From an optimization exercise on the open Yosys and OpenROAD flow, aimed at a short achievable clock period and few clock cycles per item; shortcuts taken in it are not production practice.
Function was checked by simulation only, so behaviour that the tests miss may differ from the original.

==> v7: inputs <==
// ex_stage
module ex_stage
#(
    parameter int XLEN = ex_stage_pkg::XLEN_DEF
) (
    input  logic            clk,
    input  logic            reset,
    input  logic [XLEN-1:0] pc_ex,
    input  logic [XLEN-1:0] rdata1_ex,
    input  logic [XLEN-1:0] rdata2_ex,
    input  logic [XLEN-1:0] imm_ex,
    input  logic [4:0]      rs1_ex,
    input  logic [4:0]      rs2_ex,
    input  logic [4:0]      rd_ex,
    input  logic [3:0]      funct_ex,
    input  logic [1:0]      aluop_ex,
    input  logic            alusrc_ex,
    input  logic            mul_ex,
    input  logic            branch_ex,
    input  logic            memread_ex,
    input  logic            memtoreg_ex,
    input  logic            memwrite_ex,
    input  logic            regwrite_ex,
    input  logic [4:0]      memwb_rd,
    input  logic            memwb_regwrite,
    input  logic [XLEN-1:0] memwb_wdata,
    input  logic            ex_flush,
    output logic [XLEN-1:0] mem_branch_tgt,
    output logic [XLEN-1:0] mem_alu_result,
    output logic [XLEN-1:0] mem_store_data,
    output logic            mem_zero,
    output logic [4:0]      mem_rd,
  ...
clock: 9.0 ns
lec_check: 0
cap_margin: 40
cell_pad_in_sites_detail_placement: 1
core_margin: 2
core_utilization: 20
place_density: 0.35
setup_slack_margin: 4.5
slew_margin: 40
synth_hierarchical: 1
run.sh (not shown) runs the stock make flow with config.mk's settings and CLKGATE_MAP_FILE= SYNTH_SCRIPT=/design/flow/synth_recipe.tcl, a recipe that flattens the netlist after the stock synthesis.
==> v16: changes against v7 <==
--- a/flow/design.v
+++ b/flow/design.v
@@ -11677,12 +11677,41 @@
             assign o_s1[k*BW +: BW] = w_t1[BW-1:0];
             assign o_g[k] = w_t0[BW];
             assign o_p[k] = w_t1[BW];
         end
     end
 endmodule
+module ex_stage_blksel #(
+    parameter int XLEN = 64,
+    parameter int BW   = 16
+) (
+    input  logic [XLEN-1:0]      i_s0,
+    input  logic [XLEN-1:0]      i_s1,
+    input  logic [XLEN/BW-1:0]   i_g,
+    input  logic [XLEN/BW-1:0]   i_p,
+    output logic [XLEN-1:0]      o_sum,
+    output logic                 o_zero
+);
+    localparam int NB = XLEN / BW;
+    logic [NB-1:0] w_c;    
+    assign w_c[0] = 1'b0;
+    for (genvar k = 1; k < NB; k++) begin : g_c
+        assign w_c[k] = i_g[k-1] || (i_p[k-1] && w_c[k-1]);
+    end
+    logic [NB-1:0] w_z;    
+    for (genvar k = 0; k < NB; k++) begin : g_sel
+        if (k == 0) begin : g_first
+            assign o_sum[BW-1:0] = i_s0[BW-1:0];
+            assign w_z[0] = i_s0[BW-1:0] == '0;
+        end else begin : g_rest
+            assign o_sum[k*BW +: BW] = w_c[k] ? i_s1[k*BW +: BW] : i_s0[k*BW +: BW];
+            assign w_z[k] = w_c[k] ? (i_s1[k*BW +: BW] == '0) : (i_s0[k*BW +: BW] == '0);
+        end
+    end
+    assign o_zero = &w_z;
+endmodule
 module ex_stage
 #(
     parameter int XLEN = ex_stage_pkg::XLEN_DEF
 ) (
     input  logic            clk,
     input  logic            reset,
@@ -11770,20 +11799,12 @@
         assign w_sh_in[i] = w_sll ? w_fwd_a[XLEN-1-i] : w_fwd_a[i];
     end
     assign w_sh    = XLEN'($signed({w_sra & w_fwd_a[XLEN-1], w_sh_in}) >>> w_shamt);
     assign w_log   = ({XLEN{w_and}} & (w_fwd_a & w_op_b))
                    | ({XLEN{w_or}}  & (w_fwd_a | w_op_b))
                    | ({XLEN{w_xor}} & (w_fwd_a ^ w_op_b));
-    logic w_z_sum, w_z_dif, w_z_sh, w_z_log;
-    logic [XLEN-1:0] w_sh_mask;
-    assign w_z_sum = ((w_fwd_a ^ w_op_b) ^ {(w_fwd_a[XLEN-2:0] | w_op_b[XLEN-2:0]), 1'b0}) == '0;
-    assign w_z_dif = w_fwd_a == w_op_b;
-    always_comb for (int i = 0; i < XLEN; i++) w_sh_mask[i] = (i >= int'(w_shamt));
-    assign w_z_sh  = (w_sh_in & w_sh_mask) == '0;
-    assign w_z_log = (w_and && (w_fwd_a & w_op_b) == '0) || (w_or && w_fwd_a == '0 && w_op_b == '0)
-                  || (w_xor && w_z_dif);
     logic w_ma_ex, w_ma_wb, w_mb_ex, w_mb_wb;
     logic [XLEN-1:0] w_mul_a, w_mul_b, w_mx, w_my;
     assign w_ma_ex = r_mul_fwd && r_rd == rs1_ex;
     assign w_ma_wb = memwb_regwrite && memwb_rd == rs1_ex;
     assign w_mb_ex = r_mul_fwd && r_rd == rs2_ex;
     assign w_mb_wb = memwb_regwrite && memwb_rd == rs2_ex;
@@ -11793,14 +11814,12 @@
         .clk       (clk),
         .i_a       (w_mul_a),
         .i_b       (w_mul_b),
         .o_x       (w_mx),
         .o_y       (w_my)
     );
-    logic w_z_prd;
-    assign w_z_prd = ((w_mx ^ w_my) ^ {(w_mx[XLEN-2:0] | w_my[XLEN-2:0]), 1'b0}) == '0;
     logic [XLEN-1:0] w_prd_s0, w_prd_s1;
     logic [XLEN/16-1:0] w_prd_g, w_prd_p;
     ex_stage_blkadd #(.XLEN(XLEN), .BW(16)) u_prd (
         .i_x(w_mx), .i_y(w_my), .i_cin(1'b0),
         .o_s0(w_prd_s0), .o_s1(w_prd_s1), .o_g(w_prd_g), .o_p(w_prd_p));
     logic w_stall, w_bubble;
@@ -11817,105 +11836,83 @@
             r_mul_busy <= w_stall;
             r_ctrl     <= w_bubble ? '0 : w_ctrl_ex;
             r_fwd_en   <= !w_bubble && regwrite_ex && !memtoreg_ex && rd_ex != 5'd0;
             r_mul_fwd  <= !w_bubble && regwrite_ex && !memtoreg_ex;
         end
     end
-    function automatic logic [3:1] blk_carry(input logic [3:0] g, input logic [3:0] p);
-        blk_carry[1] = g[0];
-        blk_carry[2] = g[1] | (p[1] & g[0]);
-        blk_carry[3] = g[2] | (p[2] & g[1]) | (p[2] & p[1] & g[0]);
-    endfunction
-    logic [3:1] w_sum_c, w_dif_c, w_prd_c;
-    assign w_sum_c = blk_carry(w_sum_g, w_sum_p);
-    assign w_dif_c = blk_carry(w_dif_g, w_dif_p);
-    assign w_prd_c = blk_carry(w_prd_g, w_prd_p);
     logic [XLEN-1:0]    r_sum_s0, r_prd_s0, w_dif_s0_q;
     logic [XLEN-1:16]   r_sum_s1, r_prd_s1, w_dif_s1_q;
     logic [15:1]        r_dif_s0_0;
     logic [31:17]       r_dif_s0_1, r_dif_s1_1;
     logic [47:33]       r_dif_s0_2, r_dif_s1_2;
     logic [63:49]       r_dif_s0_3, r_dif_s1_3;
     assign w_dif_s0_q = {r_dif_s0_3, r_sum_s1[48], r_dif_s0_2, r_sum_s1[32], r_dif_s0_1, r_sum_s1[16],
                          r_dif_s0_0, r_sum_s0[0]};
     assign w_dif_s1_q = {r_dif_s1_3, r_sum_s0[48], r_dif_s1_2, r_sum_s0[32], r_dif_s1_1, r_sum_s0[16]};
-    logic [3:1]      r_sum_l, r_sum_h, r_dif_l, r_dif_h, r_prd_l, r_prd_h;
-    logic [XLEN-1:0] r_sh, r_log, w_sh_rev;
-    logic            r_z_sum, r_z_dif, r_z_prd, r_z_sh, r_z_log;
-    logic            r_dif_c3, r_a_sign, r_b_sign;
+    logic [2:0]         r_sum_g, r_dif_g, r_prd_g;
+    logic [2:1]         r_sum_p, r_dif_p, r_prd_p;
+    logic [XLEN-1:0] r_sum, r_diff, r_prod, r_sh, r_log, w_sh_rev;
+    logic            w_sum_zero, w_dif_zero, w_prd_zero;
+    logic            r_a_sign, r_b_sign;
     logic            r_s_sum, r_s_diff, r_s_shl, r_s_shr, r_s_log, r_s_slt, r_s_sltu, r_s_prod;
-    logic            w_s_sum, w_s_dif;
-    assign w_s_sum = !r_mul_busy && w_add;
-    assign w_s_dif = !r_mul_busy && w_sub;
     always_ff @(posedge clk) begin
         r_branch_tgt <= pc_ex + (imm_ex << 1);
         r_rd         <= rd_ex;
         r_store_data <= w_fwd_b;
         r_sum_s0     <= w_sum_s0;
         r_sum_s1     <= w_sum_s1[XLEN-1:16];
+        r_sum_g      <= w_sum_g[2:0];
+        r_sum_p      <= w_sum_p[2:1];
         r_dif_s0_0   <= w_dif_s0[15:1];
         r_dif_s0_1   <= w_dif_s0[31:17];
         r_dif_s0_2   <= w_dif_s0[47:33];
         r_dif_s0_3   <= w_dif_s0[63:49];
         r_dif_s1_1   <= w_dif_s1[31:17];
         r_dif_s1_2   <= w_dif_s1[47:33];
         r_dif_s1_3   <= w_dif_s1[63:49];
+        r_dif_g      <= w_dif_g[2:0];
+        r_dif_p      <= w_dif_p[2:1];
         r_prd_s0     <= w_prd_s0;
         r_prd_s1     <= w_prd_s1[XLEN-1:16];
-        r_sum_l      <= {3{w_s_sum}} & ~w_sum_c;
-        r_sum_h      <= {3{w_s_sum}} & w_sum_c;
-        r_dif_l      <= {3{w_s_dif}} & ~w_dif_c;
-        r_dif_h      <= {3{w_s_dif}} & w_dif_c;
-        r_prd_l      <= {3{r_mul_busy}} & ~w_prd_c;
-        r_prd_h      <= {3{r_mul_busy}} & w_prd_c;
-        r_z_sum      <= w_z_sum;
-        r_z_dif      <= w_z_dif;
-        r_z_prd      <= w_z_prd;
-        r_z_sh       <= w_z_sh;
-        r_z_log      <= w_z_log;
+        r_prd_g      <= w_prd_g[2:0];
+        r_prd_p      <= w_prd_p[2:1];
         r_sh         <= w_sh;
         r_log        <= w_log;
-        r_dif_c3     <= w_dif_c[3];
         r_a_sign     <= w_fwd_a[XLEN-1];
         r_b_sign     <= w_op_b[XLEN-1];
-        r_s_slt      <= !r_mul_busy && w_slt;
-        r_s_sltu     <= !r_mul_busy && w_sltu;
         r_s_prod     <= r_mul_busy;
-        r_s_sum      <= w_s_sum;
-        r_s_diff     <= w_s_dif;
+        r_s_sum      <= !r_mul_busy && w_add;
+        r_s_diff     <= !r_mul_busy && w_sub;
         r_s_shl      <= !r_mul_busy && w_sll;
         r_s_shr      <= !r_mul_busy && (w_srl || w_sra);
         r_s_log      <= !r_mul_busy && (w_and || w_or || w_xor);
+        r_s_slt      <= !r_mul_busy && w_slt;
+        r_s_sltu     <= !r_mul_busy && w_sltu;
     end
     for (genvar i = 0; i < XLEN; i++) begin : g_rev_out
         assign w_sh_rev[i] = r_sh[XLEN-1-i];
     end
-    logic w_dif_msb, w_lt;
-    assign w_dif_msb = r_dif_c3 ? w_dif_s1_q[XLEN-1] : w_dif_s0_q[XLEN-1];
-    assign w_lt = (r_s_slt  && ((r_a_sign != r_b_sign) ? r_a_sign : w_dif_msb))
-               || (r_s_sltu && ((r_a_sign != r_b_sign) ? r_b_sign : w_dif_msb));
-    logic [XLEN-1:0] w_add_res;
-    assign w_add_res[15:0] = ({16{r_s_sum}}  & r_sum_s0[15:0])
-                           | ({16{r_s_diff}} & w_dif_s0_q[15:0])
-                           | ({16{r_s_prod}} & r_prd_s0[15:0]);
-    for (genvar k = 1; k < 4; k++) begin : g_res
-        assign w_add_res[k*16 +: 16] = ({16{r_sum_l[k]}} & r_sum_s0[k*16 +: 16])
-                                     | ({16{r_sum_h[k]}} & r_sum_s1[k*16 +: 16])
-                                     | ({16{r_dif_l[k]}} & w_dif_s0_q[k*16 +: 16])
-                                     | ({16{r_dif_h[k]}} & w_dif_s1_q[k*16 +: 16])
-                                     | ({16{r_prd_l[k]}} & r_prd_s0[k*16 +: 16])
-                                     | ({16{r_prd_h[k]}} & r_prd_s1[k*16 +: 16]);
-    end
-    assign mem_alu_result = w_add_res
+    ex_stage_blksel #(.XLEN(XLEN), .BW(16)) u_sum_sel (
+        .i_s0(r_sum_s0), .i_s1({r_sum_s1, 16'd0}), .i_g({1'b0, r_sum_g}), .i_p({1'b0, r_sum_p, 1'b0}), .o_sum(r_sum), .o_zero(w_sum_zero));
+    ex_stage_blksel #(.XLEN(XLEN), .BW(16)) u_dif_sel (
+        .i_s0(w_dif_s0_q), .i_s1({w_dif_s1_q, 16'd0}), .i_g({1'b0, r_dif_g}), .i_p({1'b0, r_dif_p, 1'b0}), .o_sum(r_diff), .o_zero(w_dif_zero));
+    ex_stage_blksel #(.XLEN(XLEN), .BW(16)) u_prd_sel (
+        .i_s0(r_prd_s0), .i_s1({r_prd_s1, 16'd0}), .i_g({1'b0, r_prd_g}), .i_p({1'b0, r_prd_p, 1'b0}), .o_sum(r_prod), .o_zero(w_prd_zero));
+    logic w_lt;
+    assign w_lt = (r_s_slt  && ((r_a_sign != r_b_sign) ? r_a_sign : r_diff[XLEN-1]))
+               || (r_s_sltu && ((r_a_sign != r_b_sign) ? r_b_sign : r_diff[XLEN-1]));
+    assign mem_alu_result = ({XLEN{r_s_sum}}  & r_sum)
+                          | ({XLEN{r_s_diff}} & r_diff)
                           | ({XLEN{r_s_shl}}  & w_sh_rev)
                           | ({XLEN{r_s_shr}}  & r_sh)
                           | ({XLEN{r_s_log}}  & r_log)
+                          | ({XLEN{r_s_prod}} & r_prod)
                           | {{(XLEN-1){1'b0}}, w_lt};
-    assign mem_zero       = !((r_s_sum  && !r_z_sum) || (r_s_diff && !r_z_dif) ||
-                              (r_s_prod && !r_z_prd) || ((r_s_shl || r_s_shr) && !r_z_sh) ||
-                              (r_s_log  && !r_z_log) || w_lt);
+    assign mem_zero       = !((r_s_sum  && !w_sum_zero) || (r_s_diff && !w_dif_zero) ||
+                              (r_s_prod && !w_prd_zero) || ((r_s_shl || r_s_shr) && r_sh != '0) ||
+                              (r_s_log  && r_log != '0) || w_lt);
     assign mem_store_data = r_store_data;
     assign mem_branch_tgt = r_branch_tgt;
     assign mem_rd         = r_rd;
     assign mem_branch     = r_ctrl.branch;
     assign mem_memread    = r_ctrl.memread;
     assign mem_memtoreg   = r_ctrl.memtoreg;
==> v33: changes against v7 <==
Settings changed: CORE_UTILIZATION 20 to 15, PLACE_DENSITY 0.35 to 0.3.
==> qor summary <==
Overall routed net length: v16 989000 microns; v33 1200000 microns; v7 1180000 microns
Layout cell share with drive strength beyond 1: v16 0.332; v33 0.426; v7 0.394
Fraction of area in multi-input gates: v16 0.543; v33 0.516; v7 0.521
Status: v16 complete, no violations; v33 complete, no violations; v7 complete, no violations
Minimum clock period: v16 5.62 ns; v33 5.75 ns; v7 5.79 ns
Routed length on met3: v16 99300 microns; v33 99800 microns; v7 139000 microns
Area Overhead vs Synth: v16 42.6%; v33 62.9%; v7 56.4%
Number of vias in the routed layout: v16 146000; v33 157000; v7 162000
Final cell count without fillers: v16 27300; v33 31800; v7 28600
Crit. End Element: v16 output port; v33 flip-flop; v7 flip-flop
Path type of the worst setup path: v16 reg -> out; v33 reg -> reg; v7 reg -> reg
Sequential share of cell area: v16 0.155; v33 0.135; v7 0.140
Worst setup path start: v16 r_log[49]$_DFF_P_; v33 u_mul.r_cs_50_12$_DFF_P_; v7 u_mul.r_cs_29_3$_DFF_P_
Testbench counts of v7, summed over its fixed seeds: cycles 18,102, items 16,000.
Testbench counts of v16, summed over its fixed seeds: cycles 18,102, items 16,000.
Testbench counts of v33, summed over its fixed seeds: cycles 18,102, items 16,000.

-- what the ideal ports hide --
The results above use ideal ports. As a check the final layouts listed here were re-extracted and re-timed, cells and wires unchanged.
Step 1 (the two cells are an assumption about what drives the block):
set clk [get_ports {clk}]
set_driving_cell -lib_cell sky130_fd_sc_hd__clkbuf_16 $clk
set_driving_cell -lib_cell sky130_fd_sc_hd__buf_2 [delete_from_list [all_inputs] $clk]
Step 2 adds t to the input delays and takes it off the output delays; t is the mean of the earliest and latest rising clock arrival at the registers after step 1. Input paths then give back, and output paths get back, about the clock's delay inside the block.
a / b / c = no drivers / after step 1 / after step 2; a / b = the first two.
| run | t, ns | slack for setup (ns) | worst slew at a driven data input, ns |
|---|---|---|---|
| v7 | 1.173 | 3.214 / 3.214 / 2.493 | 0.28 |
| v16 | 1.131 | 3.375 / 3.214 / 3.044 | 0.18 |
| v33 | 1.168 | 3.253 / 3.253 / 2.521 | 0.33 |
After both steps setup and hold are still met in every run listed. For v33, which loses most, drivers alone change the setup slack by 0.000 ns; drivers and shift together by -0.732 ns.
